What follows belongs to an exercise in optimizing a design on an open flow for small area, a short achievable clock period and few clock cycles per item; a production flow would make more cautious choices.
At most, simulation tests tie the RTL to the original design; equivalence was not proved.
For run 7, only the layout was checked, not whether the RTL still works.
No activity file was given, so power comes from the tool's default toggle rates.

[flow/config.mk]
export PLATFORM = sky130hd
export DESIGN_NAME = axi_wr_slave
export DESIGN_NICKNAME = axi_wr_slave
export VERILOG_FILES = /design/flow/design.v
export SDC_FILE = /design/flow/constraint.sdc
export NUM_CORES = 4
export LEC_CHECK = 0
export ABC_AREA = 1
export CAP_MARGIN = 20
export CORE_MARGIN = 2
export CORE_UTILIZATION = 50
export CTS_BUF_LIST = sky130_fd_sc_hd__clkbuf_8
export SETUP_SLACK_MARGIN = 2.6
export SLEW_MARGIN = 20
[flow/constraint.sdc]
create_clock -name core_clock -period 5.5 [get_ports {clk}]
set_input_delay 1.1000 -clock core_clock [delete_from_list [all_inputs] [get_ports {clk}]]
set_output_delay 1.1000 -clock core_clock [all_outputs]
set_load 0.01 [all_outputs]
[flow/design.v]
`default_nettype none
package axi_wr_pkg;
    localparam int ADDR_W   = 32;
    localparam int DATA_W   = 32;
    localparam int STRB_W   = DATA_W / 8;
    localparam int ID_W     = 4;
    localparam int LEN_W    = 8;
    localparam int SIZE_W   = 3;
    localparam int MAX_SIZE = 2;
    localparam int PAGE_BIT = 12;
    localparam int AW_DEPTH = 4;
    localparam int W_DEPTH  = 16;
    localparam int B_DEPTH  = 4;
    localparam int AW_W  = ID_W + ADDR_W + LEN_W + SIZE_W + 2;
    localparam int W_W   = DATA_W + STRB_W + 1;
    localparam int B_W   = ID_W + 2;
    localparam int MEM_W = ID_W + ADDR_W + DATA_W + STRB_W + 1;
    typedef enum logic [1:0] {
        FIXED = 2'b00,
        INCR  = 2'b01,
        WRAP  = 2'b10,
        RSVD  = 2'b11
    } burst_e;
    typedef enum logic [1:0] {
        OKAY   = 2'b00,
        SLVERR = 2'b10
    } resp_e;
    typedef struct packed {
        logic [ID_W-1:0]   id;
        logic [ADDR_W-1:0] addr;
        logic [LEN_W-1:0]  len;
        logic [SIZE_W-1:0] size;
        burst_e            burst;
    } aw_cmd_t;
    typedef struct packed {
        logic [DATA_W-1:0] data;
        logic [STRB_W-1:0] strb;
        logic              last;
    } w_beat_t;
    typedef struct packed {
        logic [ID_W-1:0] id;
        resp_e           resp;
    } b_resp_t;
    typedef struct packed {
        logic [ID_W-1:0]   id;
        logic [ADDR_W-1:0] addr;
        logic [DATA_W-1:0] data;
        logic [STRB_W-1:0] strb;
        logic              last;
    } mem_wr_t;
endpackage
`default_nettype wire
`timescale 1ns/1ps
`default_nettype none
module sync_fifo #(
    parameter int WIDTH = 8,
    parameter int DEPTH = 4
) (
    input  wire logic             clk,
    input  wire logic             rst_n,
    input  wire logic             push,
    input  wire logic [WIDTH-1:0] din,
    output logic                  full,
    input  wire logic             pop,
    output logic      [WIDTH-1:0] dout,
    output logic                  empty
);
    logic [WIDTH-1:0]           mem [DEPTH];
    logic [$clog2(DEPTH)-1:0]   wr_ptr;
    logic [$clog2(DEPTH)-1:0]   rd_ptr;
    logic [$clog2(DEPTH+1)-1:0] count;
    logic                       do_push;
    logic                       do_pop;
    assign do_push = push && !full;
    assign do_pop  = pop && !empty;
    assign full  = (count == DEPTH);
    assign empty = (count == '0);
    assign dout  = mem[rd_ptr];
    always_ff @(posedge clk) begin
        if (do_push) begin
            mem[wr_ptr] <= din;
        end
    end
    always_ff @(posedge clk or negedge rst_n) begin
        if (!rst_n) begin
            wr_ptr <= '0;
            rd_ptr <= '0;
            count  <= '0;
        end else begin
            if (do_push) begin
                wr_ptr <= (wr_ptr == DEPTH - 1) ? '0 : wr_ptr + 1'b1;
            end
            if (do_pop) begin
                rd_ptr <= (rd_ptr == DEPTH - 1) ? '0 : rd_ptr + 1'b1;
            end
            case ({do_push, do_pop})
                2'b10:   count <= count + 1'b1;
                2'b01:   count <= count - 1'b1;
                default: count <= count;
            endcase
        end
    end
endmodule
`default_nettype wire
`timescale 1ns/1ps
`default_nettype none
module aw_decode (
    input  wire logic [axi_wr_pkg::SIZE_W-1:0]    size,
    input  wire logic [1:0]                       burst,
    input  wire logic [axi_wr_pkg::PAGE_BIT-1:0]  cur_addr,
    input  wire logic                             advance,
    output logic      [axi_wr_pkg::PAGE_BIT-1:0]  nxt_addr,
    output logic                                  carry
);
    localparam int PB = axi_wr_pkg::PAGE_BIT;
    logic [PB-1:0] low;      
    logic [PB-1:0] ones;     
    logic [PB:0]   run;      
    logic          step;     
    logic          go;       
    always_comb begin
        low     = '0;
        low[0]  = size[2] || size[1] || size[0];
        low[1]  = size[2] || size[1];
        low[2]  = size[2] || (size[1] && size[0]);
        low[3]  = size[2];
        low[4]  = size[2] && (size[1] || size[0]);
        low[5]  = size[2] && size[1];
        low[6]  = size[2] && size[1] && size[0];
        ones = cur_addr | low;
        run[0] = 1'b1;
        for (int i = 0; i < PB; i++) begin
            run[i+1] = run[i] && ones[i];
        end
        step = (burst != axi_wr_pkg::FIXED);
        carry = step && run[PB];
        go    = advance && !carry;
        for (int i = 0; i < PB; i++) begin
            nxt_addr[i] = !low[i] && (cur_addr[i] ^ (step && go && run[i]));
        end
    end
endmodule
`default_nettype wire
`timescale 1ns/1ps
`default_nettype none
module burst_engine (
    input  wire logic                      clk,
    input  wire logic                      rst_n,
    input  wire axi_wr_pkg::aw_cmd_t       cmd,
    input  wire logic                      cmd_valid,
    output logic                           cmd_ready,
    input  wire axi_wr_pkg::w_beat_t       beat,
    input  wire logic                      beat_valid,
    output logic                           beat_ready,
    output axi_wr_pkg::mem_wr_t            mem,
    output logic                           mem_we,
    input  wire logic                      mem_ready,
    output logic                           resp_valid,
    input  wire logic                      resp_ready
);
    localparam int PB = axi_wr_pkg::PAGE_BIT;
    logic                           burst_q;     
    logic                           resp_q;      
    logic                           first;       
    logic                           last;        
    logic [axi_wr_pkg::LEN_W-1:0]   rem_q;
    logic                           use_cmd_q;
    logic [PB-1:0]                  addr_q;
    logic                           burst_d;
    logic                           resp_d;
    logic                           use_cmd_d;
    logic [PB-1:0]                  cur_addr;
    logic [PB-1:0]                  nxt_addr;
    logic                           carry;
    logic                           issue;
    logic                           wr;
    logic [axi_wr_pkg::LEN_W-1:0]   rem_dec;
    logic [axi_wr_pkg::LEN_W:0]     borrow;
    assign first    = !(burst_q || resp_q);
    assign last     = burst_q && (rem_q == 8'd1);
    assign cur_addr = use_cmd_q ? cmd.addr[PB-1:0] : addr_q;
    aw_decode u_aw_decode (
        .size     (cmd.size),
        .burst    (cmd.burst),
        .cur_addr (cur_addr),
        .advance  (wr),
        .nxt_addr (nxt_addr),
        .carry    (carry)
    );
    assign issue      = beat_valid && (burst_q || (cmd_valid && !resp_q));
    assign mem_we     = rst_n && issue;
    assign wr         = issue && mem_ready;
    assign beat_ready = wr;
    assign resp_valid = resp_q || (last && beat_valid && mem_ready);
    assign cmd_ready  = resp_valid && resp_ready;
    always_comb begin
        mem.id   = cmd.id;
        mem.addr = {cmd.addr[axi_wr_pkg::ADDR_W-1:PB], cur_addr};
        mem.data = beat.data;
        mem.strb = beat.strb;
        mem.last = beat.last;
    end
    always_comb begin
        burst_d = burst_q;
        resp_d  = resp_q;
        if (cmd_ready) begin
            burst_d = 1'b0;
            resp_d  = 1'b0;
        end else if (wr && (first || last)) begin
            burst_d = first && (cmd.len != 8'd0);
            resp_d  = !(first && (cmd.len != 8'd0));
        end
        use_cmd_d = !(burst_d || resp_d) || (first ? carry : use_cmd_q);
    end
    always_ff @(posedge clk or negedge rst_n) begin
        if (!rst_n) begin
            burst_q   <= 1'b0;
            resp_q    <= 1'b0;
            use_cmd_q <= 1'b1;
        end else begin
            burst_q   <= burst_d;
            resp_q    <= resp_d;
            use_cmd_q <= use_cmd_d;
        end
    end
    always_comb begin
        borrow[0] = wr;
        for (int i = 0; i < axi_wr_pkg::LEN_W; i++) begin
            rem_dec[i]  = rem_q[i] ^ borrow[i];
            borrow[i+1] = borrow[i] && !rem_q[i];
        end
    end
    always_ff @(posedge clk) begin
        rem_q  <= first ? cmd.len : rem_dec;
        addr_q <= nxt_addr;
    end
endmodule
`default_nettype wire
`timescale 1ns/1ps
`default_nettype none
module wresp_gen (
    input  wire axi_wr_pkg::aw_cmd_t         cmd,
    output axi_wr_pkg::b_resp_t              b
);
    logic size_err;
    assign size_err = cmd.size[2] || (cmd.size[1] && cmd.size[0]);
    assign b.id     = cmd.id;
    assign b.resp   = size_err ? axi_wr_pkg::SLVERR : axi_wr_pkg::OKAY;
endmodule
`default_nettype wire
`timescale 1ns/1ps
`default_nettype none
module axi_wr_slave (
    input  wire logic                  clk,
    input  wire logic                  rst_n,
    input  wire axi_wr_pkg::aw_cmd_t   aw,
    input  wire logic                  aw_valid,
    output logic                       aw_ready,
    input  wire axi_wr_pkg::w_beat_t   w,
    input  wire logic                  w_valid,
    output logic                       w_ready,
    output axi_wr_pkg::b_resp_t        b,
    output logic                       b_valid,
    input  wire logic                  b_ready,
    output axi_wr_pkg::mem_wr_t        mem,
    output logic                       mem_we,
    input  wire logic                  mem_ready
);
    burst_engine u_burst_engine (
        .clk        (clk),
        .rst_n      (rst_n),
        .cmd        (aw),
        .cmd_valid  (aw_valid),
        .cmd_ready  (aw_ready),
        .beat       (w),
        .beat_valid (w_valid),
        .beat_ready (w_ready),
        .mem        (mem),
        .mem_we     (mem_we),
        .mem_ready  (mem_ready),
        .resp_valid (b_valid),
        .resp_ready (b_ready)
    );
    wresp_gen u_wresp_gen (
        .cmd (aw),
        .b   (b)
    );
endmodule
`default_nettype wire
[flow/flow/run.sh]
#!/bin/bash
# Layout flow: the standard flow, with three changes in how the layout
# is made:
#  - after the standard synthesis, the combinational logic is mapped again
#    by ABC with its area-only mapper (the registers are kept as they are, same cells and
#    names), and the rest of the flow starts from that netlist;
#  - the port buffers are inserted as buf_1 cells instead of the default
#    delay buffers;
#  - timing repair only resizes cells and swaps pins.
# Each tool's output goes to a log file of its own in this folder.
set -euo pipefail

export BUFFER_PORTS_ARGS="-buffer_cell sky130_fd_sc_hd__buf_1"
export SETUP_MOVE_SEQUENCE="sizeup,swap"

RES=orfs/results/${FLOW_PLATFORM}/axi_wr_slave/base
LOGS=orfs/logs/${FLOW_PLATFORM}/axi_wr_slave/base
LIB=${FLOW_HOME}/platforms/${FLOW_PLATFORM}/lib/sky130_fd_sc_hd__tt_025C_1v80.lib
YOSYS=${FLOW_HOME}/../tools/install/yosys/bin/yosys
[[ -x $YOSYS ]] || YOSYS=yosys

# 1. Standard synthesis
bash standard.sh synth > synth.log 2>&1

# 2. Map the combinational logic again, for area
cp $RES/1_2_yosys.v $RES/1_2_yosys_std.v
DONT_USE=$(grep -m1 -o "^abc -script .*" $LOGS/1_2_yosys.log | grep -o -- "-dont_use [^ ]*" | tr '\n' ' ')
cat > reabc.ys <<EOS
read_liberty -ignore_miss_func $LIB
blackbox sky130_fd_sc_hd__*df* sky130_fd_sc_hd__*dl* sky130_fd_sc_hd__conb_1
read_verilog $RES/1_2_yosys_std.v
hierarchy -top ${FLOW_TOP}
flatten
opt -purge
abc -liberty $LIB $DONT_USE -script +strash;ifraig;dc2;rewrite,-z;refactor,-z;dch,-f;amap
read_liberty -lib -overwrite $LIB
opt_clean -purge
setundef -zero
splitnets
opt_clean -purge
hilomap -singleton -hicell sky130_fd_sc_hd__conb_1 HI -locell sky130_fd_sc_hd__conb_1 LO
insbuf -buf sky130_fd_sc_hd__buf_4 A X
check -assert
stat -liberty $LIB
write_verilog -noattr -nohex -nodec $RES/1_2_yosys.v
EOS
$YOSYS -s reabc.ys > reabc.log 2>&1

# 3. Rebuild the synthesis database from the new netlist, then the rest
rm -f $RES/1_synth.odb
bash standard.sh synth > synth_odb.log 2>&1
bash standard.sh > standard.log 2>&1
[flow/standard.sh]
#!/bin/bash
# synth_recipe.tcl (not shown) runs the flow's synth.tcl, then flattens the netlist and writes it again
# the make line also repeats each setting of config.mk as NAME=value (left out here)
make -C /OpenROAD-flow-scripts/flow DESIGN_CONFIG=/design/flow/config.mk WORK_HOME=/design/flow/orfs CLKGATE_MAP_FILE= SYNTH_SCRIPT=/design/flow/synth_recipe.tcl "${@:-finish}"
==> impl_metrics.py, run 1 <==
metrics = {
    "outcome": {
        "status": "complete, no violations",
    },
    "finish": {
        "antennaDiodeCount": 0,
        "regArea_um2": 480,
        "area_growth_pct": -11.7,
        "multiInputGateArea_um2": 669,
        "n_fill_cell": 360,
        "drive_gt1_share_pct": 15.9,
        "fin_nets": 300,
    },
    "critical_path": {
        "cp.arrival_ns": 1.72,
        "crit_path_start_kind": "input port",
        "cp-startpoint": "w_valid",
        "crit_family": "simple AND/OR/NAND/NOR gates",
        "crit_fanout": 3,
        "rr_worst_depth": 12,
        "end_kind": "primary output",
        "timing.rr.start": "u_burst_engine.use_cmd_q$_DFF_PN1_",
        "cp.depth": 5,
        "slowest_delay_ns": 0.17,
        "cp.required_ns": 4.40,
        "crit_type": "input port to primary output",
        "path_cells": "clkbuf_2 > nand2_2 > o21ai_2 > and2_4 > buf_2",
        "crit_slowest_cell": "and2_4",
        "cp_num_buf_inv": 2,
    },
    "clock_network": {
        "ctsHoldBuffers": 0,
        "post_cts_buffers": 0,
        "clock_tree.root_cell": "clkbuf_8",
        "cts_tree": "done",
        "insertion_delay_ns": 0.26,
        "cts-buffers-inserted": 3,
        "clk_pin_slew_ns": 0.08,
        "cts-htree-levels": 1,
        "clkSinkCount": 23,
        "max-clock-path-buffers": 2,
    },
    "detailed_routing": {
        "drt_iter0_markers": 30,
        "post_drt_wl_per_cell_um": 15.5,
        "drc_errors": 0,
        "drtPass1Iterations": 4,
        "drtAntennaViolNets": 0,
        "viasPerCell": 5.28,
        "vias": 1337,
        "totalWireLength_um": 3920,
    },
    "floorplan": {
        "dieArea_um2": 3960,
        "die_w_um": 62.9,
        "start_util_pct": 52.0,
        "rows": 21,
        "core_um2": 3340,
        "ioPinCount": 175,
        "dieHeight_um": 62.9,
    },
    "sta": {
        "slew-limit-headroom_pct": 49.4,
        "setup_viol": 0,
        "rsz0062_at_grt": "yes",
        "fin_tns_setup_ns": 0,
        "worst_slew_pin_slew_ns": 0.752,
        "layout_min_cycle_time_ns": 2.82,
        "finalClockSkew_ns": 0.00322,
        "final.period_utilization_pct": 51.3,
        "max_freq_mhz": 355,
        "hold_violations": 0,
        "slew_viol_final": 0,
    },
    "global_routing": {
        "grt.overflow.total": 0,
        "first_global_vias": 1204,
        "grt_pass1_wl_um": 6100,
        "grt_use_total_pct": 19.1,
        "grt_max_degree": 14,
        "antenna_found_initial": 0,
    },
    "placed_design": {
        "port_buffers": 47,
        "gp_congestion": 0.817,
        "dp_hpwl_um": 3260,
    },
    "hold_path": {
        "min_from": "u_burst_engine.addr_q[11]$_DFF_P_",
        "holdPathStages": 2,
        "hp-class": "flip-flop to flip-flop",
    },
    "power_and_ir_drop": {
        "total_power_mw": 0.780,
        "power_density_nw_per_um2": 508,
        "leakage_nw": 0.557,
        "vdd_drop_max_mv": 0.238,
    },
    "yosys": {
        "synthesis.nets": 327,
        "synth_warnings": 2,
        "avgSynthCellArea_um2": 7.39,
        "netlist_area_um2": 1740,
        "synth_cells": 235,
    },
    "flow_run": {
        "drv_cap": 0,
    },
}
==> worst paths after layout <==
kind | to | slack (ns)
worst max-delay path | aw_ready | 2.68
max in group asynchronous | u_burst_engine.use_cmd_q$_DFF_PN1_ | 4.61
min in group asynchronous | u_burst_engine.burst_q$_DFF_PN0_ | 0.65
worst min register to register | u_burst_engine.addr_q[11]$_DFF_P_ | 0.50
worst max register to register | u_burst_engine.addr_q[2]$_DFF_P_ | 2.80
worst min-delay path | u_burst_engine.addr_q[11]$_DFF_P_ | 0.50
==> layer usage <==
| layer | share of wire (%) | wire, µm | global-route usage (%) | vias up |
|---|---|---|---|---|
| met2 | 44 | 1720 | 30.5 | 94 |
| li1 | - | - | - | 661 |
| met1 | 39 | 1510 | 20.7 | 558 |
| met5 | 0 | 0 | 0 | - |
| met4 | 3.1 | 123 | 8.61 | 0 |
| met3 | 14 | 562 | 10.5 | 24 |
==> placed cells by master, fill, tap and decap left out, types with 3 or more instances in the layout <==
cell type,count
nor2_1,27
o21ai_0,7
clkinv_2,3
o22a_1,6
o22ai_1,8
clkinv_1,17
dfxtp_1,20
buf_1,42
a21oi_1,14
nor4_1,3
nand2_1,8
o21a_1,5
clkbuf_2,3
clkbuf_8,3
o21ai_2,4
nor3_1,4
==> cell type report <==
| cell class | count | share of cell area [%] |
|---|---|---|
| Clock inverter | 1 | 0.326 |
| Timing Repair Buffer | 47 | 11.9 |
| Clock buffer | 3 | 2.69 |
| Sequential cell | 23 | 31.3 |
| Multi-Input combinational cell | 111 | 43.6 |
| Tap cell | 46 | 3.75 |
| Inverter | 22 | 6.36 |
==> power by group <==
group	internal (mW)	leakage, nW	switching [mW]
clock network	0.0504	0.0255	0.0531
registers	0.250	0.205	0.0510
logic	0.143	0.327	0.233
==> sequential cells by signal (all words and copies together) (netlist names) <==
| register | cells |
|---|---|
| u_burst_engine.resp_q | 1 |
| u_burst_engine.burst_q | 1 |
| u_burst_engine.use_cmd_q | 1 |
| u_burst_engine.addr_q | 12 |
| u_burst_engine.rem_q | 8 |
==> tightest hold or removal path: cells and delay by family, from the launching register on <==
kind	cells	cell delay, ns
AOI/OAI and AO/OA	2	0.16
DFF	1	0.31
==> repair_timing <==
item / 4_1_cts / 5_1_grt
pin swaps: 3 / 4
cloned: 0 / 0
endpoints found under the setup margin: 21 / 16
gates resized for setup: 8 / 15
==> per-stage QoR <==
stage          cells  util, %  worst slack [ns]  hold slack [ns]  instance area (µm²)
6_report         253     46.0              2.68            0.498                 1530
5_1_grt          253     46.0              2.58            0.546                 1530
4_1_cts          253     44.4              2.59            0.502                 1480
3_5_place_dp     249     42.7              2.18            0.482                 1420
3_3_place_gp     249     42.7              2.26            0.482                 1420
2_1_floorplan    235        -              2.60            0.455                 1780
Testbench counts, summed over its fixed seeds: cycles 15,030, beats 13,386.
==> run 2: changes to the inputs <==
--- a/flow/config.mk
+++ b/flow/config.mk
@@ -10,3 +10,3 @@
 export CORE_MARGIN = 2
-export CORE_UTILIZATION = 50
+export CORE_UTILIZATION = 52
 export CTS_BUF_LIST = sky130_fd_sc_hd__clkbuf_8
==> impl_metrics.py, run 2 <==
metrics = {
    "outcome": {
        "status": "complete, no violations",
    },
    "sta": {
        "slew_viol_final": 0,
        "hold_violations": 0,
        "final.period_utilization_pct": 51.5,
        "layout_min_cycle_time_ns": 2.83,
        "worst_slew_pin_slew_ns": 0.738,
        "max_freq_mhz": 353,
        "final.setup.worst_slack_ns": 2.67,
        "fin_tns_setup_ns": 0,
        "finalClockSkew_ns": 0.00304,
        "slew-limit-headroom_pct": 50.3,
        "setup_viol": 0,
        "rsz0062_at_grt": "yes",
    },
    "clock_network": {
        "cts-htree-levels": 1,
        "clkSinkCount": 23,
        "insertion_delay_ns": 0.26,
        "ctsHoldBuffers": 0,
        "clk_pin_slew_ns": 0.08,
        "cts-buffers-inserted": 3,
        "max-clock-path-buffers": 2,
        "cts_tree": "done",
        "clock_tree.root_cell": "clkbuf_8",
    },
    "floorplan": {
        "ioPinCount": 175,
        "dieArea_um2": 3820,
        "rows": 20,
        "start_util_pct": 56.0,
        "dieHeight_um": 61.8,
        "die_w_um": 61.8,
        "core_um2": 3100,
    },
    "critical_path": {
        "cp.arrival_ns": 1.73,
        "crit_fanout": 3,
        "end_kind": "primary output",
        "path_cells": "buf_1 > nand2_1 > o21ai_1 > and2_4 > buf_2",
        "crit_type": "input port to primary output",
        "cp.required_ns": 4.40,
        "crit_family": "simple AND/OR/NAND/NOR gates",
        "crit_path_start_kind": "input port",
        "slowest_delay_ns": 0.17,
        "cp_num_buf_inv": 2,
        "crit_slowest_cell": "o21ai_1",
    },
    "flow_run": {
        "drv_cap": 0,
    },
    "hold_path": {
        "hp-class": "flip-flop to flip-flop",
    },
    "detailed_routing": {
        "viasPerCell": 5.35,
        "drt_iter0_markers": 36,
        "drtPass1Iterations": 4,
        "post_drt_wl_per_cell_um": 16.8,
        "vias": 1344,
        "drc_errors": 0,
        "drtAntennaViolNets": 0,
        "totalWireLength_um": 4210,
    },
    "power_and_ir_drop": {
        "power_density_nw_per_um2": 514,
        "leakage_nw": 0.550,
        "vdd_drop_max_mv": 0.182,
    },
    "finish": {
        "drive_gt1_share_pct": 13.0,
        "reg_top3": "u_burst_engine.addr_q: 12 flops, u_burst_engine.rem_q: 8 flops",
        "layout_common_cells": "buf_1, nor2_1, dfxtp_1",
        "layout_commonest_cell": "buf_1",
        "fin_nets": 300,
        "n_fill_cell": 337,
        "largest_reg_flops": 12,
        "area_growth_pct": -12.7,
        "antennaDiodeCount": 0,
        "utilization_pct": 48.9,
        "largest-register": "u_burst_engine.addr_q",
    },
    "placed_design": {
        "gp_congestion": 0.877,
        "dp_hpwl_um": 3600,
        "post-place-ws_ns": 2.18,
        "port_buffers": 47,
    },
    "yosys": {
        "synth_warnings": 2,
        "synthesis.nets": 327,
        "netlist_area_um2": 1740,
        "synth_cells": 235,
        "avgSynthCellArea_um2": 7.39,
    },
    "global_routing": {
        "grt_use_total_pct": 21.0,
        "grt_max_degree": 14,
        "antenna_found_initial": 0,
        "first_global_vias": 1214,
        "grt.overflow.total": 0,
        "grt_pass1_wl_um": 5830,
    },
}
## run 2: cell count changes in the layout (fill, tap and decap cells not counted), sizes merged
cell    delta
inv        +1
clkinv     -1
buf        +2
clkbuf     -2
## run 2: final timing paths
check | from | endpoint | slack (ns) | depth (start not counted)
min in group asynchronous | rst_n | u_burst_engine.burst_q$_DFF_PN0_ | 0.65 | 1
hold reg to reg | u_burst_engine.addr_q[11]$_DFF_P_ | u_burst_engine.addr_q[11]$_DFF_P_ | 0.50 | 2
max in group asynchronous | rst_n | u_burst_engine.use_cmd_q$_DFF_PN1_ | 4.62 | 1
setup reg to reg | u_burst_engine.use_cmd_q$_DFF_PN1_ | u_burst_engine.addr_q[2]$_DFF_P_ | 2.75 | 12
setup / recovery | w_valid | aw_ready | 2.67 | 5
hold / removal | u_burst_engine.addr_q[11]$_DFF_P_ | u_burst_engine.addr_q[11]$_DFF_P_ | 0.50 | 2
## run 2: through the flow
step           instances  hold slack, ns  cell area (µm²)  power [mW]
2_1_floorplan        235           0.455             1780       0.658
3_3_place_gp         247           0.482             1420       0.656
3_5_place_dp         247           0.477             1420       0.661
4_1_cts              251           0.497             1480       0.770
5_1_grt              251           0.564             1520       0.850
6_report             251           0.498             1520       0.779
## run 2: layer usage
layer  GRT usage [%]  share of wire, %  routed length, µm
met1            22.1                34               1440
met2            36.7                49               2070
met3            10.1                15                626
met4            6.99               1.8                 77
met5               0                 0                  0
## run 2: final cells by class
| class | instances | area, µm² | share of cell area [%] |
|---|---|---|---|
| Sequential cell | 23 | 480 | 31.7 |
| Timing Repair Buffer | 47 | 180 | 11.9 |
| Multi-Input combinational cell | 111 | 658 | 43.4 |
| Tap cell | 44 | 55.1 | 3.63 |
| Clock inverter | 1 | 3.75 | 0.248 |
| Clock buffer | 3 | 41.3 | 2.72 |
| Inverter | 22 | 97.6 | 6.44 |
## run 2: power by group
group	total (mW)	switching (mW)	internal (mW)
Sequential	0.304	0.0538	0.250
Clock	0.100	0.0507	0.0497
Combinational	0.375	0.233	0.142
## run 2: what timing repair did
action / in CTS / in global routing
pin swaps: 0 / 4
setup endpoints to repair: 20 / 22
resized for setup: 7 / 12
setup buffers: 0 / 0
cloned: 0 / 0
## run 2: tightest hold or removal path, stage by stage (launching register included)
cell and delay, ns:
dfxtp_1 0.31, o22ai_1 0.08, o21ai_1 0.07
==> run 3: changes to the inputs <==
--- a/flow/config.mk
+++ b/flow/config.mk
@@ -10,4 +10,6 @@
 export CORE_MARGIN = 2
-export CORE_UTILIZATION = 52
+export CORE_UTILIZATION = 50
 export CTS_BUF_LIST = sky130_fd_sc_hd__clkbuf_8
+export GPL_ROUTABILITY_DRIVEN = 0
+export GPL_TIMING_DRIVEN = 0
 export SETUP_SLACK_MARGIN = 2.6
==> impl_metrics.py, run 3 <==
metrics = {
    "power_and_ir_drop": {
        "leakage_nw": 1.03,
        "p_clk_share_pct": 11.4,
        "vdd_drop_max_mv": 0.230,
        "p_seq_share_pct": 33.6,
        "total_power_mw": 0.914,
        "switching_share_pct": 41.3,
        "p_int_mw": 0.536,
        "netSwitchingPower_mw": 0.378,
        "combPwrFrac_pct": 55.0,
        "power_density_nw_per_um2": 380,
    },
    "floorplan": {
        "die_w_um": 62.9,
        "core_um2": 3340,
        "dieHeight_um": 62.9,
        "rows": 21,
        "ioPinCount": 175,
        "dieArea_um2": 3960,
        "start_util_pct": 52.0,
    },
    "outcome": {
        "status": "complete, no violations",
    },
    "critical_path": {
        "crit_path_start_kind": "input port",
        "crit_type": "input port to primary output",
        "cp-startpoint": "w_valid",
        "timing.rr.end": "u_burst_engine.addr_q[2]$_DFF_P_",
        "cp.arrival_ns": 1.76,
        "end_kind": "primary output",
        "cp.required_ns": 4.40,
        "rr_worst_depth": 12,
        "crit_end": "aw_ready",
        "ff2ff_setup_slack_ns": 2.86,
        "timing.rr.start": "u_burst_engine.use_cmd_q$_DFF_PN1_",
        "crit_fanout": 3,
    },
    "yosys": {
        "synth_cells": 235,
        "synth_warnings": 2,
        "synthesis.nets": 327,
        "avgSynthCellArea_um2": 7.39,
        "netlist_area_um2": 1740,
    },
    "detailed_routing": {
        "viasPerCell": 4.59,
        "top_layer_used": "met4",
        "met2_length_um": 2130,
        "drt_iter0_markers": 30,
        "wl_met3_um": 436,
        "drtAntennaViolNets": 0,
        "post_drt_wl_per_cell_um": 11.1,
        "vias": 1821,
        "drtPass1Iterations": 4,
        "drc_errors": 0,
        "wl_met1_um": 1810,
        "totalWireLength_um": 4420,
    },
    "finish": {
        "multiInputGateArea_um2": 701,
        "layout_common_cells": "buf_1, buf_4, nor2_1",
        "fin_nets": 444,
        "layout_commonest_cell": "buf_1",
        "n_fill_cell": 285,
        "regArea_um2": 480,
        "area_growth_pct": 38.4,
        "largest_reg_flops": 12,
        "antennaDiodeCount": 0,
        "final_area_um2": 2400,
        "drive_gt1_share_pct": 32.8,
        "utilization_pct": 72.0,
        "reg_top3": "u_burst_engine.addr_q: 12 flops, u_burst_engine.rem_q: 8 flops",
        "largest-register": "u_burst_engine.addr_q",
    },
    "clock_network": {
        "clkSinkCount": 23,
        "cts-htree-levels": 1,
        "max-clock-path-buffers": 2,
        "clock_tree.root_cell": "clkbuf_8",
        "post_cts_buffers": 0,
        "cts-buffers-inserted": 3,
        "cts_tree": "done",
        "insertion_delay_ns": 0.27,
        "clk_pin_slew_ns": 0.08,
        "ctsHoldBuffers": 0,
    },
    "sta": {
        "layout_min_cycle_time_ns": 2.86,
        "max_freq_mhz": 350,
        "final.period_utilization_pct": 51.9,
        "rsz0062_at_grt": "yes",
        "slew_viol_final": 0,
        "hold_violations": 0,
        "worst_slew_pin_slew_ns": 0.703,
        "slew-limit-headroom_pct": 52.7,
        "setup_viol": 0,
        "finalClockSkew_ns": 0.00570,
        "whs_ns": 0.517,
        "fin_tns_setup_ns": 0,
    },
    "placed_design": {
        "port_buffers": 112,
        "dp_hpwl_um": 3730,
        "placed_cell_area_um2": 2260,
    },
    "global_routing": {
        "grt_max_degree": 14,
        "grt_use_total_pct": 21.5,
        "grt.overflow.total": 0,
        "grt_pass1_wl_um": 7040,
        "antenna_found_initial": 0,
        "first_global_vias": 1640,
    },
    "hold_path": {
        "holdPathStages": 2,
        "hp-class": "flip-flop to flip-flop",
    },
    "flow_run": {
        "drv_cap": 0,
    },
}
==> run 3: routing by layer <==
| layer | vias to the layer above | GRT usage, % |
|---|---|---|
| met2 | 99 | 36.4 |
| met4 | 0 | 6.11 |
| met5 | - | 0 |
| met1 | 763 | 25.9 |
| met3 | 6 | 6.67 |
| li1 | 953 | - |
==> run 3: cell type report <==
type                       count  share of cell area [%]
clock buffer                   3                    1.72
sequential                    23                    20.0
tap                           46                    2.39
inverter                      22                    4.16
clock inverter                 1                   0.208
buffer                        79                    24.7
multi-input combinational    111                    29.2
timing repair buffer         112                    17.7
==> run 3: power by group through the flow <==
stage	combinational, mW	clock (mW)	sequential (mW)
5_1_grt	0.561	0.112	0.320
4_1_cts	0.487	0.108	0.299
3_5_place_dp	0.477	0	0.299
2_1_floorplan	0.372	0	0.286
6_report	0.503	0.104	0.307
3_3_place_gp	0.473	0	0.297
==> run 3: repair_timing <==
item | in CTS | in global routing
gates resized for setup | 10 | 20
endpoints found under the setup margin | 23 | 22
pin swaps | 2 | 3
==> run 3: worst min-delay path by stage <==
stage / startpoint / end
global placement: u_burst_engine.addr_q[11]$_DFF_P_ / u_burst_engine.addr_q[11]$_DFF_P_
global route: u_burst_engine.addr_q[11]$_DFF_P_ / u_burst_engine.addr_q[11]$_DFF_P_
floorplan: u_burst_engine.addr_q[11]$_DFF_P_ / u_burst_engine.addr_q[11]$_DFF_P_
detailed placement: u_burst_engine.addr_q[11]$_DFF_P_ / u_burst_engine.addr_q[11]$_DFF_P_
CTS: u_burst_engine.addr_q[11]$_DFF_P_ / u_burst_engine.addr_q[11]$_DFF_P_
finish: u_burst_engine.addr_q[11]$_DFF_P_ / u_burst_engine.addr_q[11]$_DFF_P_
==> run 3: worst max-delay path: stages <==
cell and delay [ns]:
buf_1 0.12, nand2_2 0.08, o21ai_2 0.15, and2_4 0.17, buf_2 0.13
==> run 3: stage by stage <==
step | setup WS, ns | instances
6_report | 2.64 | 397
5_1_grt | 2.55 | 397
4_1_cts | 2.55 | 397
3_5_place_dp | 2.12 | 393
3_3_place_gp | 2.12 | 393
2_1_floorplan | 2.60 | 235
==> run 4: changes to the inputs <==
--- a/flow/flow/run.sh
+++ b/flow/flow/run.sh
@@ -8,3 +8,4 @@
 #    delay buffers;
-#  - timing repair only resizes cells and swaps pins.
+#  - timing repair only resizes cells and swaps pins;
+#  - clock tree synthesis may use one large buffer for the few registers.
 # Each tool's output goes to a log file of its own in this folder.
@@ -14,2 +15,3 @@
 export SETUP_MOVE_SEQUENCE="sizeup,swap"
+export CTS_ARGS="-sink_clustering_enable -repair_clock_nets -root_buf sky130_fd_sc_hd__clkbuf_16 -buf_list sky130_fd_sc_hd__clkbuf_16 -sink_clustering_size 30 -sink_clustering_max_diameter 300"
 
--- a/flow/config.mk
+++ b/flow/config.mk
@@ -10,6 +10,3 @@
 export CORE_MARGIN = 2
-export CORE_UTILIZATION = 50
-export CTS_BUF_LIST = sky130_fd_sc_hd__clkbuf_8
-export GPL_ROUTABILITY_DRIVEN = 0
-export GPL_TIMING_DRIVEN = 0
+export CORE_UTILIZATION = 40
 export SETUP_SLACK_MARGIN = 2.6
==> impl_metrics.py, run 4 <==
metrics = {
    "finish": {
        "drive_gt1_share_pct": 15.0,
        "layout_commonest_cell": "buf_1",
        "n_fill_cell": 452,
        "layout_common_cells": "buf_1, nor2_1, dfxtp_1",
        "reg_top3": "u_burst_engine.addr_q: 12 flops, u_burst_engine.rem_q: 8 flops",
        "utilization_pct": 39.1,
        "largest-register": "u_burst_engine.addr_q",
        "antennaDiodeCount": 0,
        "largest_reg_flops": 12,
        "area_growth_pct": -7.93,
        "fin_nets": 300,
        "final_area_um2": 1600,
    },
    "global_routing": {
        "first_global_vias": 1242,
        "grt_max_degree": 14,
        "grt_use_total_pct": 13.1,
        "antenna_found_initial": 0,
        "grt_pass1_wl_um": 5260,
        "grt.overflow.total": 0,
    },
    "critical_path": {
        "end_kind": "primary output",
        "crit_type": "input port to primary output",
        "crit_fanout": 3,
        "path_cells": "buf_1 > nand2_1 > o21ai_2 > and2_4 > clkbuf_2",
        "slowest_delay_ns": 0.16,
        "cp.arrival_ns": 1.73,
        "crit_slowest_cell": "and2_4",
        "crit_path_start_kind": "input port",
        "cp.required_ns": 4.40,
    },
    "detailed_routing": {
        "drtAntennaViolNets": 0,
        "totalWireLength_um": 3390,
        "post_drt_wl_per_cell_um": 13.2,
        "drt_iter0_markers": 29,
        "viasPerCell": 5.19,
        "vias": 1334,
        "drc_errors": 0,
        "drtPass1Iterations": 4,
    },
    "sta": {
        "setup_viol": 0,
        "rsz0062_at_grt": "yes",
        "final.setup.worst_slack_ns": 2.67,
        "fin_tns_setup_ns": 0,
        "slew_viol_final": 0,
        "slew-limit-headroom_pct": 51.6,
        "finalClockSkew_ns": 0.00105,
        "layout_min_cycle_time_ns": 2.83,
        "hold_violations": 0,
        "max_freq_mhz": 354,
        "final.period_utilization_pct": 51.4,
        "worst_slew_pin_slew_ns": 0.718,
    },
    "floorplan": {
        "start_util_pct": 42.5,
        "dieHeight_um": 69.9,
        "die_w_um": 69.9,
        "rows": 23,
        "core_um2": 4090,
        "ioPinCount": 175,
        "dieArea_um2": 4880,
    },
    "power_and_ir_drop": {
        "p_seq_share_pct": 35.9,
        "netSwitchingPower_mw": 0.346,
        "p_clk_share_pct": 18.9,
        "p_int_mw": 0.489,
        "combPwrFrac_pct": 45.2,
        "leakage_nw": 0.585,
        "vdd_drop_max_mv": 0.176,
        "switching_share_pct": 41.4,
        "power_density_nw_per_um2": 522,
    },
    "hold_path": {
        "hp-class": "flip-flop to flip-flop",
    },
    "yosys": {
        "synthesis.nets": 327,
        "avgSynthCellArea_um2": 7.39,
        "synth_cells": 235,
        "synth_warnings": 2,
        "netlist_area_um2": 1740,
    },
    "clock_network": {
        "insertion_delay_ns": 0.26,
        "clkSinkCount": 23,
        "max-clock-path-buffers": 2,
        "cts-htree-levels": 1,
        "clock_tree.root_cell": "clkbuf_16",
        "ctsHoldBuffers": 0,
        "clk_pin_slew_ns": 0.06,
        "post_cts_buffers": 0,
        "cts_tree": "done",
        "cts-buffers-inserted": 3,
    },
    "placed_design": {
        "placed_cell_area_um2": 1430,
        "port_buffers": 47,
        "dp_hpwl_um": 2610,
        "gp_congestion": 0.867,
        "post-place-ws_ns": 2.14,
    },
    "flow_run": {
        "drv_cap": 0,
    },
    "outcome": {
        "status": "complete, no violations",
    },
}
-- run 4: metal layers --
metal | GRT usage, % | part of all wire [%] | vias to the layer above
met5 | 0 | 0 | -
met3 | 4.91 | 8.2 | 10
met1 | 15.5 | 47 | 608
met4 | 6.62 | 1.9 | 0
li1 | - | - | 665
met2 | 20.7 | 43 | 51
-- run 4: power by group through the flow --
| stage | logic, mW | clock network, mW | registers, mW |
|---|---|---|---|
| 2_1_floorplan | 0.372 | 0 | 0.286 |
| 3_3_place_gp | 0.360 | 0 | 0.300 |
| 3_5_place_dp | 0.359 | 0 | 0.299 |
| 4_1_cts | 0.363 | 0.160 | 0.298 |
| 5_1_grt | 0.425 | 0.169 | 0.309 |
| 6_report | 0.378 | 0.158 | 0.300 |
-- run 4: final timing paths --
check                           slack, ns  depth (start not counted)                               start                            endpoint
worst max-delay path                 2.67                          5                             w_valid                            aw_ready
worst min-delay path                 0.50                          2   u_burst_engine.addr_q[11]$_DFF_P_   u_burst_engine.addr_q[11]$_DFF_P_
worst max register to register       2.88                         12  u_burst_engine.use_cmd_q$_DFF_PN1_    u_burst_engine.addr_q[2]$_DFF_P_
min in group asynchronous            0.65                          1                               rst_n    u_burst_engine.burst_q$_DFF_PN0_
max in group asynchronous            4.61                          1                               rst_n  u_burst_engine.use_cmd_q$_DFF_PN1_
worst min register to register       0.50                          2   u_burst_engine.addr_q[11]$_DFF_P_   u_burst_engine.addr_q[11]$_DFF_P_
-- run 4: stage by stage --
stage	total power [mW]	hold slack (ns)	instances
after floorplan	0.658	0.455	235
after global placement	0.660	0.484	253
after detailed placement	0.658	0.482	253
after CTS	0.821	0.496	257
after global routing	0.903	0.540	257
final	0.835	0.496	257
-- run 4: final cells by class --
cell class | count | area (µm²) | area share [%]
Multi-Input combinational cell | 111 | 689 | 43.1
Sequential cell | 23 | 477 | 29.8
Timing Repair Buffer | 47 | 189 | 11.8
Inverter | 22 | 103 | 6.42
Clock buffer | 3 | 75.1 | 4.69
Tap cell | 50 | 62.6 | 3.91
Clock inverter | 1 | 3.75 | 0.235
-- run 4: timing repair --
item                                    in CTS  in global routing
resized for setup                            8                 24
endpoints found under the setup margin      24                 22
pin swaps                                    8                  6
-- run 4: worst max-delay path: cells and delay by family --
kind | cells | cell delay (ns)
compound gates | 1 | 0.15
buf+inv | 2 | 0.21
simple gates | 2 | 0.26
==> run 5: changes to the inputs <==
--- a/flow/flow/run.sh
+++ b/flow/flow/run.sh
@@ -4,8 +4,8 @@
 #  - after the standard synthesis, the combinational logic is mapped again
-#    by ABC with its area-only mapper (the registers are kept as they are, same cells and
-#    names), and the rest of the flow starts from that netlist;
+#    by ABC with its area-only mapper, and the logic feeding the outputs
+#    once more for delay (the registers are kept as they are, same cells
+#    and names); the rest of the flow starts from that netlist;
 #  - the port buffers are inserted as buf_1 cells instead of the default
 #    delay buffers;
-#  - timing repair only resizes cells and swaps pins;
-#  - clock tree synthesis may use one large buffer for the few registers.
+#  - timing repair only resizes cells and swaps pins.
 # Each tool's output goes to a log file of its own in this folder.
@@ -15,3 +15,2 @@
 export SETUP_MOVE_SEQUENCE="sizeup,swap"
-export CTS_ARGS="-sink_clustering_enable -repair_clock_nets -root_buf sky130_fd_sc_hd__clkbuf_16 -buf_list sky130_fd_sc_hd__clkbuf_16 -sink_clustering_size 30 -sink_clustering_max_diameter 300"
 
@@ -39,2 +38,10 @@
 opt_clean -purge
+# The logic between the registers or inputs and the outputs is mapped
+# again for delay: it sets the clock period
+select -set ocone o:* %ci*:-sky130_fd_sc_hd__dfxtp_1[CLK,D]:-sky130_fd_sc_hd__dfrtp_1[CLK,D,RESET_B]:-sky130_fd_sc_hd__dfstp_2[CLK,D,SET_B]
+select -set ocells @ocone t:* %i t:sky130_fd_sc_hd__*df* %d t:sky130_fd_sc_hd__conb_1 %d
+tee -o ocells.txt select -list @ocells
+abc -liberty $LIB $DONT_USE -D 1 @ocells
+read_liberty -lib -overwrite $LIB
+opt_clean -purge
 setundef -zero
--- a/flow/config.mk
+++ b/flow/config.mk
@@ -10,3 +10,4 @@
 export CORE_MARGIN = 2
-export CORE_UTILIZATION = 40
+export CORE_UTILIZATION = 50
+export CTS_BUF_LIST = sky130_fd_sc_hd__clkbuf_8
 export SETUP_SLACK_MARGIN = 2.6
==> impl_metrics.py, run 5 <==
metrics = {
    "detailed_routing": {
        "drc_errors": 0,
        "vias": 1337,
        "drtPass1Iterations": 4,
        "post_drt_wl_per_cell_um": 15.5,
        "viasPerCell": 5.28,
        "drtAntennaViolNets": 0,
        "totalWireLength_um": 3920,
        "drt_iter0_markers": 30,
    },
    "finish": {
        "finalNonFillerCells": 253,
        "n_fill_cell": 360,
        "area_growth_pct": -11.7,
        "drive_gt1_share_pct": 15.9,
        "reg_top3": "u_burst_engine.addr_q: 12 flops, u_burst_engine.rem_q: 8 flops",
        "layout_common_cells": "buf_1, nor2_1, dfxtp_1",
        "antennaDiodeCount": 0,
        "layout_commonest_cell": "buf_1",
        "fin_nets": 300,
        "largest_reg_flops": 12,
        "largest-register": "u_burst_engine.addr_q",
        "final_area_um2": 1530,
    },
    "clock_network": {
        "cts-buffers-inserted": 3,
        "clock_tree.root_cell": "clkbuf_8",
        "cts-htree-levels": 1,
        "clk_pin_slew_ns": 0.08,
        "max-clock-path-buffers": 2,
        "insertion_delay_ns": 0.26,
        "clkSinkCount": 23,
        "post_cts_buffers": 0,
        "ctsHoldBuffers": 0,
        "cts_tree": "done",
    },
    "yosys": {
        "synth_cells": 235,
        "synth_warnings": 2,
        "netlist_area_um2": 1740,
        "avgSynthCellArea_um2": 7.39,
        "synthesis.nets": 327,
    },
    "sta": {
        "hold_violations": 0,
        "slew-limit-headroom_pct": 49.4,
        "worst_slew_pin_slew_ns": 0.752,
        "final.period_utilization_pct": 51.3,
        "max_freq_mhz": 355,
        "layout_min_cycle_time_ns": 2.82,
        "slew_viol_final": 0,
        "fin_tns_setup_ns": 0,
        "setup_viol": 0,
        "finalClockSkew_ns": 0.00322,
        "rsz0062_at_grt": "yes",
    },
    "global_routing": {
        "grt_pass1_wl_um": 6100,
        "first_global_vias": 1204,
        "antenna_found_initial": 0,
        "grt.overflow.total": 0,
        "grt_use_total_pct": 19.1,
        "grt_max_degree": 14,
    },
    "outcome": {
        "status": "complete, no violations",
    },
    "floorplan": {
        "die_w_um": 62.9,
        "ioPinCount": 175,
        "dieHeight_um": 62.9,
        "start_util_pct": 52.0,
        "core_um2": 3340,
        "dieArea_um2": 3960,
        "rows": 21,
    },
    "critical_path": {
        "slowest_delay_ns": 0.17,
        "rr_worst_depth": 12,
        "crit_fanout": 3,
        "cp-startpoint": "w_valid",
        "cp.required_ns": 4.40,
        "crit_end": "aw_ready",
        "cp_num_buf_inv": 2,
        "end_kind": "primary output",
        "crit_path_start_kind": "input port",
        "path_cells": "clkbuf_2 > nand2_2 > o21ai_2 > and2_4 > buf_2",
        "crit_slowest_cell": "and2_4",
        "cp.arrival_ns": 1.72,
        "cp.depth": 5,
        "timing.rr.end": "u_burst_engine.addr_q[2]$_DFF_P_",
        "timing.rr.start": "u_burst_engine.use_cmd_q$_DFF_PN1_",
        "ff2ff_setup_slack_ns": 2.80,
        "crit_type": "input port to primary output",
        "crit_family": "simple AND/OR/NAND/NOR gates",
    },
    "power_and_ir_drop": {
        "vdd_drop_max_mv": 0.238,
        "leakage_nw": 0.557,
        "power_density_nw_per_um2": 508,
    },
    "placed_design": {
        "port_buffers": 47,
        "dp.cells": 249,
        "placed_cell_area_um2": 1420,
        "dp_hpwl_um": 3260,
        "gp_congestion": 0.817,
    },
    "flow_run": {
        "drv_cap": 0,
    },
    "hold_path": {
        "holdPathStages": 2,
        "hp-class": "flip-flop to flip-flop",
    },
}
[run 5: final cells by class]
class | instances | area (µm²) | area share [%]
multi-input combinational | 111 | 669 | 43.6
sequential | 23 | 480 | 31.3
timing repair buffer | 47 | 183 | 11.9
inverter | 22 | 97.6 | 6.36
tap | 46 | 57.6 | 3.75
clock buffer | 3 | 41.3 | 2.69
clock inverter | 1 | 5.00 | 0.326
[run 5: power breakdown]
part	internal, mW	switching [mW]
Combinational	0.143	0.233
Clock	0.0504	0.0531
Sequential	0.250	0.0510
[run 5: worst min-delay path by stage]
| stage | startpoint | slack, ns | end |
|---|---|---|---|
| floorplan | u_burst_engine.addr_q[11]$_DFF_P_ | 0.45 | u_burst_engine.addr_q[11]$_DFF_P_ |
| global placement | u_burst_engine.addr_q[11]$_DFF_P_ | 0.48 | u_burst_engine.addr_q[11]$_DFF_P_ |
| detailed placement | u_burst_engine.addr_q[11]$_DFF_P_ | 0.48 | u_burst_engine.addr_q[11]$_DFF_P_ |
| CTS | u_burst_engine.addr_q[11]$_DFF_P_ | 0.50 | u_burst_engine.addr_q[11]$_DFF_P_ |
| global route | u_burst_engine.addr_q[11]$_DFF_P_ | 0.55 | u_burst_engine.addr_q[11]$_DFF_P_ |
| finish | u_burst_engine.addr_q[11]$_DFF_P_ | 0.50 | u_burst_engine.addr_q[11]$_DFF_P_ |
[run 5: what timing repair did]
item,4_1_cts,5_1_grt
pin swaps,3,4
resized for setup,8,15
setup endpoints to repair,21,16
[run 5: worst reg2reg max path: stages (launching register included)]
cell and delay [ns]:
dfstp_4 0.73, clkinv_4 0.15, o22ai_1 0.25, clkinv_1 0.13, o22ai_1 0.21, nor2_1 0.06, o21ai_1 0.12, or4_4 0.19
nor3_4 0.05, or3_4 0.40, a31oi_1 0.19, nor2_1 0.07, nor2_1 0.08
[run 5: metal layers]
metal | vias up | wire length [µm] | track usage (%)
li1 | 661 | - | -
met1 | 558 | 1510 | 20.7
met2 | 94 | 1720 | 30.5
met3 | 24 | 562 | 10.5
met4 | 0 | 123 | 8.61
met5 | - | 0 | 0
[run 5: through the flow]
step           worst slack [ns]  hold slack [ns]  utilization, %  total power [mW]
4_1_cts                    2.59            0.502            44.4             0.770
3_3_place_gp               2.26            0.482            42.7             0.660
6_report                   2.68            0.498            46.0             0.780
3_5_place_dp               2.18            0.482            42.7             0.659
5_1_grt                    2.58            0.546            46.0             0.846
2_1_floorplan              2.60            0.455               -             0.658
==> run 6: changes to the inputs <==
--- a/flow/flow/run.sh
+++ b/flow/flow/run.sh
@@ -42,5 +42,8 @@
 select -set ocells @ocone t:* %i t:sky130_fd_sc_hd__*df* %d t:sky130_fd_sc_hd__conb_1 %d
-tee -o ocells.txt select -list @ocells
-abc -liberty $LIB $DONT_USE -D 1 @ocells
+setattr -set keep_hierarchy 1 t:* @ocells %d
+read_liberty -ignore_miss_func -overwrite $LIB
+flatten
+abc -liberty $LIB $DONT_USE -D 1 ${FLOW_TOP}
 read_liberty -lib -overwrite $LIB
+setattr -unset keep_hierarchy t:*
 opt_clean -purge
==> impl_metrics.py, run 6 <==
metrics = {
    "detailed_routing": {
        "viasPerCell": 5.21,
        "drt_iter0_markers": 21,
        "post_drt_wl_per_cell_um": 13.7,
        "vias": 1328,
        "totalWireLength_um": 3500,
        "drtPass1Iterations": 4,
        "drc_errors": 0,
        "drtAntennaViolNets": 0,
    },
    "power_and_ir_drop": {
        "total_power_mw": 0.712,
        "vdd_drop_max_mv": 0.238,
        "power_density_nw_per_um2": 448,
        "leakage_nw": 0.586,
    },
    "critical_path": {
        "crit_fanout": 3,
        "crit_type": "input port to primary output",
        "cp.required_ns": 4.40,
        "end_kind": "primary output",
        "cp.arrival_ns": 1.86,
        "crit_path_start_kind": "input port",
    },
    "sta": {
        "rsz0062_at_grt": "yes",
        "fin_tns_setup_ns": 0,
        "worst_slew_pin_slew_ns": 0.688,
        "setup_viol": 0,
        "layout_min_cycle_time_ns": 2.96,
        "hold_violations": 0,
        "final.period_utilization_pct": 53.7,
        "finalClockSkew_ns": 0.00671,
        "slew-limit-headroom_pct": 53.6,
        "max_freq_mhz": 338,
        "slew_viol_final": 0,
    },
    "clock_network": {
        "insertion_delay_ns": 0.26,
        "clkSinkCount": 23,
        "max-clock-path-buffers": 2,
        "cts-buffers-inserted": 3,
        "clk_pin_slew_ns": 0.08,
        "cts_tree": "done",
        "clock_tree.root_cell": "clkbuf_8",
        "ctsHoldBuffers": 0,
        "cts-htree-levels": 1,
    },
    "floorplan": {
        "dieHeight_um": 64.1,
        "die_w_um": 64.1,
        "ioPinCount": 175,
        "dieArea_um2": 4110,
        "start_util_pct": 53.3,
        "core_um2": 3390,
        "rows": 21,
    },
    "yosys": {
        "synth_cells": 237,
        "netlist_area_um2": 1810,
        "avgSynthCellArea_um2": 7.62,
        "synth_warnings": 2,
        "synthesis.nets": 329,
    },
    "placed_design": {
        "gp_congestion": 0.791,
        "dp_hpwl_um": 2870,
        "placed_cell_area_um2": 1490,
        "dp.cells": 251,
        "port_buffers": 47,
    },
    "global_routing": {
        "grt.overflow.total": 0,
        "antenna_found_initial": 0,
        "first_global_vias": 1276,
        "grt_use_total_pct": 16.9,
        "grt_pass1_wl_um": 5680,
        "grt_max_degree": 14,
    },
    "finish": {
        "largest_reg_flops": 12,
        "drive_gt1_share_pct": 13.4,
        "utilization_pct": 46.9,
        "finalNonFillerCells": 255,
        "fin_nets": 302,
        "n_fill_cell": 347,
        "largest-register": "u_burst_engine.addr_q",
        "layout_common_cells": "buf_1, nor2_1, dfxtp_1",
        "layout_commonest_cell": "buf_1",
        "reg_top3": "u_burst_engine.addr_q: 12 flops, u_burst_engine.rem_q: 8 flops",
        "final_area_um2": 1590,
        "antennaDiodeCount": 0,
        "area_growth_pct": -11.9,
    },
    "flow_run": {
        "drv_cap": 0,
    },
    "hold_path": {
        "hp-class": "flip-flop to flip-flop",
    },
    "outcome": {
        "status": "complete, no violations",
    },
}
run 6: report_power, final:
part / leakage [nW] / internal, mW / switching (mW)
registers: 0.204 / 0.241 / 0.0502
clock network: 0.0255 / 0.0505 / 0.0536
logic: 0.356 / 0.131 / 0.187
total: 0.586 / 0.422 / 0.290
run 6: routing by layer:
metal  routed length, µm  GRT usage, %
met5                   0             0
met4                 124          7.98
met3                 470          7.75
met2                1540          28.0
met1                1360          18.2
run 6: final cells by class:
cell class | count | area (µm²) | area share (%)
multi-input combinational | 113 | 728 | 45.8
sequential | 23 | 477 | 30.0
timing repair buffer | 47 | 188 | 11.8
inverter | 22 | 93.8 | 5.90
tap | 46 | 57.6 | 3.62
clock buffer | 3 | 41.3 | 2.60
clock inverter | 1 | 5.00 | 0.315
run 6: repair_timing:
action / CTS / global route
hold endpoints to repair: 0 / 0
setup buffers: 0 / 0
pin swaps: 4 / 4
endpoints found under the setup margin: 10 / 13
resized for setup: 6 / 13
run 6: per-stage QoR:
stage,hold WS (ns),setup WS [ns]
floorplan,0.522,2.60
global placement,0.549,2.25
detailed placement,0.549,2.15
CTS,0.559,2.54
global route,0.582,2.46
finish,0.558,2.54
run 6: path summary, 6_finish.rpt:
| check | startpoint | to | slack [ns] | cells past startpoint |
|---|---|---|---|---|
| max in group asynchronous | rst_n | u_burst_engine.use_cmd_q$_DFF_PN1_ | 4.61 | 1 |
| hold reg to reg | u_burst_engine.rem_q[1]$_DFF_P_ | u_burst_engine.rem_q[1]$_DFF_P_ | 0.56 | 2 |
| min in group asynchronous | rst_n | u_burst_engine.resp_q$_DFF_PN0_ | 0.65 | 1 |
| setup / recovery | mem_ready | aw_ready | 2.54 | 5 |
| setup reg to reg | u_burst_engine.use_cmd_q$_DFF_PN1_ | u_burst_engine.addr_q[2]$_DFF_P_ | 2.90 | 10 |
| hold / removal | u_burst_engine.rem_q[1]$_DFF_P_ | u_burst_engine.rem_q[1]$_DFF_P_ | 0.56 | 2 |
run 6: worst max-delay path, cell delays in order:
cell and delay, ns:
buf_1 0.09, nand2_2 0.06, nand4b_1 0.21, a21boi_2 0.24
buf_2 0.16
==> run 7: changes to the inputs <==
--- a/flow/design.v
+++ b/flow/design.v
@@ -166,3 +166,3 @@
     logic [axi_wr_pkg::LEN_W-1:0]   rem_q;
-    logic                           use_cmd_q;
+    logic                           use_reg_q;
     logic [PB-1:0]                  addr_q;
@@ -170,3 +170,3 @@
     logic                           resp_d;
-    logic                           use_cmd_d;
+    logic                           use_reg_d;
     logic [PB-1:0]                  cur_addr;
@@ -180,3 +180,3 @@
     assign last     = burst_q && (rem_q == 8'd1);
-    assign cur_addr = use_cmd_q ? cmd.addr[PB-1:0] : addr_q;
+    assign cur_addr = use_reg_q ? addr_q : cmd.addr[PB-1:0];
     aw_decode u_aw_decode (
@@ -212,3 +212,3 @@
         end
-        use_cmd_d = !(burst_d || resp_d) || (first ? carry : use_cmd_q);
+        use_reg_d = (burst_d || resp_d) && (first ? !carry : use_reg_q);
     end
@@ -218,3 +218,3 @@
             resp_q    <= 1'b0;
-            use_cmd_q <= 1'b1;
+            use_reg_q <= 1'b0;
         end else begin
@@ -222,3 +222,3 @@
             resp_q    <= resp_d;
-            use_cmd_q <= use_cmd_d;
+            use_reg_q <= use_reg_d;
         end
--- a/flow/flow/run.sh
+++ b/flow/flow/run.sh
@@ -4,5 +4,4 @@
 #  - after the standard synthesis, the combinational logic is mapped again
-#    by ABC with its area-only mapper, and the logic feeding the outputs
-#    once more for delay (the registers are kept as they are, same cells
-#    and names); the rest of the flow starts from that netlist;
+#    by ABC with its area-only mapper (the registers are kept as they are, same cells and
+#    names), and the rest of the flow starts from that netlist;
 #  - the port buffers are inserted as buf_1 cells instead of the default
@@ -38,13 +37,2 @@
 opt_clean -purge
-# The logic between the registers or inputs and the outputs is mapped
-# again for delay: it sets the clock period
-select -set ocone o:* %ci*:-sky130_fd_sc_hd__dfxtp_1[CLK,D]:-sky130_fd_sc_hd__dfrtp_1[CLK,D,RESET_B]:-sky130_fd_sc_hd__dfstp_2[CLK,D,SET_B]
-select -set ocells @ocone t:* %i t:sky130_fd_sc_hd__*df* %d t:sky130_fd_sc_hd__conb_1 %d
-setattr -set keep_hierarchy 1 t:* @ocells %d
-read_liberty -ignore_miss_func -overwrite $LIB
-flatten
-abc -liberty $LIB $DONT_USE -D 1 ${FLOW_TOP}
-read_liberty -lib -overwrite $LIB
-setattr -unset keep_hierarchy t:*
-opt_clean -purge
 setundef -zero
==> impl_metrics.py, run 7 <==
metrics = {
    "placed_design": {
        "placed_cell_area_um2": 1460,
        "gp_congestion": 0.774,
        "port_buffers": 47,
        "dp_hpwl_um": 3050,
    },
    "yosys": {
        "synthesis.nets": 330,
        "synth_cells": 238,
        "synth_warnings": 2,
        "netlist_area_um2": 1750,
        "avgSynthCellArea_um2": 7.35,
    },
    "clock_network": {
        "cts_tree": "done",
        "cts-buffers-inserted": 3,
        "cts-htree-levels": 1,
        "post_cts_buffers": 0,
        "insertion_delay_ns": 0.26,
        "clock_tree.root_cell": "clkbuf_8",
        "clk_pin_slew_ns": 0.08,
        "clkSinkCount": 23,
        "max-clock-path-buffers": 2,
    },
    "sta": {
        "worst_slew_pin_slew_ns": 0.655,
        "layout_min_cycle_time_ns": 3.20,
        "setup_viol": 0,
        "finalClockSkew_ns": 0.00335,
        "slew-limit-headroom_pct": 56.2,
        "slew_viol_final": 0,
        "final.period_utilization_pct": 58.2,
        "hold_violations": 0,
        "max_freq_mhz": 312,
        "fin_tns_setup_ns": 0,
        "rsz0062_at_grt": "yes",
    },
    "floorplan": {
        "dieHeight_um": 63.1,
        "rows": 21,
        "ioPinCount": 175,
        "die_w_um": 63.1,
        "dieArea_um2": 3990,
        "start_util_pct": 52.4,
        "core_um2": 3340,
    },
    "detailed_routing": {
        "vias": 1377,
        "drt_iter0_markers": 31,
        "drc_errors": 0,
        "post_drt_wl_per_cell_um": 15.2,
        "totalWireLength_um": 3890,
        "drtPass1Iterations": 4,
        "viasPerCell": 5.38,
        "drtAntennaViolNets": 0,
    },
    "finish": {
        "area_growth_pct": -7.65,
        "fin_nets": 303,
        "layout_commonest_cell": "buf_1",
        "reg_top3": "u_burst_engine.addr_q: 12 flops, u_burst_engine.rem_q: 8 flops",
        "largest-register": "u_burst_engine.addr_q",
        "regArea_um2": 477,
        "layout_common_cells": "buf_1, nor2_1, dfxtp_1",
        "multiInputGateArea_um2": 747,
        "final_area_um2": 1620,
        "n_fill_cell": 363,
        "drive_gt1_share_pct": 21.4,
        "antennaDiodeCount": 0,
        "utilization_pct": 48.4,
        "largest_reg_flops": 12,
    },
    "critical_path": {
        "crit_family": "simple AND/OR/NAND/NOR gates",
        "crit_fanout": 3,
        "crit_slowest_cell": "nor4_2",
        "slowest_delay_ns": 0.22,
        "cp.arrival_ns": 2.10,
        "crit_path_start_kind": "input port",
        "cp_num_buf_inv": 2,
        "crit_type": "input port to primary output",
        "path_cells": "buf_6 > nor4b_4 > nand4_1 > nor4_2 > nor2_2 > nor2b_2 > buf_2",
        "cp.required_ns": 4.40,
        "end_kind": "primary output",
    },
    "power_and_ir_drop": {
        "netSwitchingPower_mw": 0.372,
        "power_density_nw_per_um2": 521,
        "p_int_mw": 0.469,
        "p_clk_share_pct": 12.3,
        "leakage_nw": 0.607,
        "p_seq_share_pct": 37.2,
        "switching_share_pct": 44.2,
        "vdd_drop_max_mv": 0.247,
        "combPwrFrac_pct": 50.5,
    },
    "flow_run": {
        "drv_cap": 0,
    },
    "global_routing": {
        "first_global_vias": 1273,
        "antenna_found_initial": 0,
        "grt_use_total_pct": 18.1,
        "grt.overflow.total": 0,
        "grt_pass1_wl_um": 5820,
        "grt_max_degree": 14,
    },
    "hold_path": {
        "hp-class": "flip-flop to flip-flop",
    },
    "outcome": {
        "status": "complete, no violations",
    },
}
run 7: power groups by stage:
stage               clock, mW  combinational (mW)  sequential, mW
floorplan                   0               0.406           0.296
global placement            0               0.392           0.311
detailed placement          0               0.390           0.311
global route            0.115               0.473           0.320
finish                  0.104               0.425           0.313
CTS                     0.108               0.398           0.310
run 7: final timing paths:
check,from,end,slack [ns],depth (start not counted)
worst max-delay path,mem_ready,aw_ready,2.30,7
worst min-delay path,u_burst_engine.addr_q[11]$_DFF_P_,u_burst_engine.addr_q[11]$_DFF_P_,0.47,2
worst max register to register,u_burst_engine.use_reg_q$_DFF_PN0_,u_burst_engine.addr_q[6]$_DFF_P_,2.82,15
worst min register to register,u_burst_engine.addr_q[11]$_DFF_P_,u_burst_engine.addr_q[11]$_DFF_P_,0.47,2
max in group asynchronous,rst_n,u_burst_engine.use_reg_q$_DFF_PN0_,4.69,1
min in group asynchronous,rst_n,u_burst_engine.use_reg_q$_DFF_PN0_,0.63,1
run 7: repair_timing:
action | in CTS | in global routing
hold buffers | 0 | 0
endpoints found under the setup margin | 21 | 11
gates resized for setup | 11 | 27
pin swaps | 2 | 11
run 7: worst reg2reg max path, cell delays in order (launching register included):
cell and delay, ns:
dfrtp_2 0.57, inv_4 0.16, o22ai_2 0.19, clkinv_2 0.11, o22ai_1 0.16, clkinv_1 0.08
o211ai_1 0.15, nor2_2 0.10, or3_4 0.37, nor2_4 0.14, o21ai_2 0.09, nor2_2 0.17
o21ai_2 0.09, nor2_2 0.11, nor2_1 0.05, a21oi_1 0.10
run 7: cell type report:
class                           instances  share of cell area, %
Tap cell                               46                   3.56
Timing Repair Buffer                   47                   12.2
Clock buffer                            3                   2.56
Sequential cell                        23                   29.5
Multi-Input combinational cell        113                   46.2
Clock inverter                          1                  0.232
Inverter                               23                   5.73
run 7: routing by layer:
layer,track usage [%],vias to the layer above,wire length [µm],share of wire [%]
met4,10.0,0,138,3.6
met5,0,-,0,0
met2,27.4,93,1810,47
met1,18.0,596,1370,35
li1,-,663,-,-
met3,13.4,25,574,15
run 7: metrics by stage:
| stage | hold WS (ns) | power, mW | std cells | worst slack [ns] |
|---|---|---|---|---|
| after CTS | 0.474 | 0.815 | 256 | 2.24 |
| after global routing | 0.514 | 0.908 | 256 | 2.19 |
| after detailed placement | 0.454 | 0.701 | 252 | 2.12 |
| final | 0.471 | 0.841 | 256 | 2.30 |
| after floorplan | 0.435 | 0.702 | 238 | 2.55 |
| after global placement | 0.460 | 0.703 | 252 | 2.21 |

-- port drivers added, routing unchanged --
How much do the figures lean on ideal ports? The routed layouts below were timed once more, with nothing changed but the port constraints.
Step 1 sets driving cells, clkbuf_16 on the clock port and buf_2 on the other inputs (assumed; they add their load-dependent delay and slew).
Step 2 moves the port delays by t, midway between the first and last clock arrival at a register: inputs arrive t later, outputs are due t later. That takes back most of the time a late clock gives input paths.
Slacks: ideal / step 1 / step 2; pairs: ideal / step 1.
| run | t, ns | setup WS [ns] | slew at the worst register clock pin (ns) | worst slew at a driven data input, ns | cell pins on the clock port's net |
|---|---|---|---|---|---|
| run 1 | 0.280 | 2.679 / 2.654 / 2.448 | 0.08 / 0.08 | 0.12 | 1 |
| run 2 | 0.280 | 2.670 / 2.645 / 2.413 | 0.08 / 0.08 | 0.12 | 1 |
| run 3 | 0.286 | 2.645 / 2.608 / 2.387 | 0.08 / 0.08 | 0.05 | 1 |
| run 4 | 0.283 | 2.673 / 2.648 / 2.427 | 0.06 / 0.06 | 0.11 | 1 |
| run 5 | 0.280 | 2.679 / 2.654 / 2.448 | 0.08 / 0.08 | 0.12 | 1 |
| run 6 | 0.283 | 2.544 / 2.522 / 2.453 | 0.08 / 0.08 | 0.12 | 1 |
| run 7 | 0.287 | 2.300 / 2.259 / 2.259 | 0.08 / 0.08 | 0.12 | 1 |
After both steps every run listed still meets setup and hold. For run 3, which loses most, drivers alone change the setup slack by -0.037 ns; drivers and shift together by -0.258 ns.
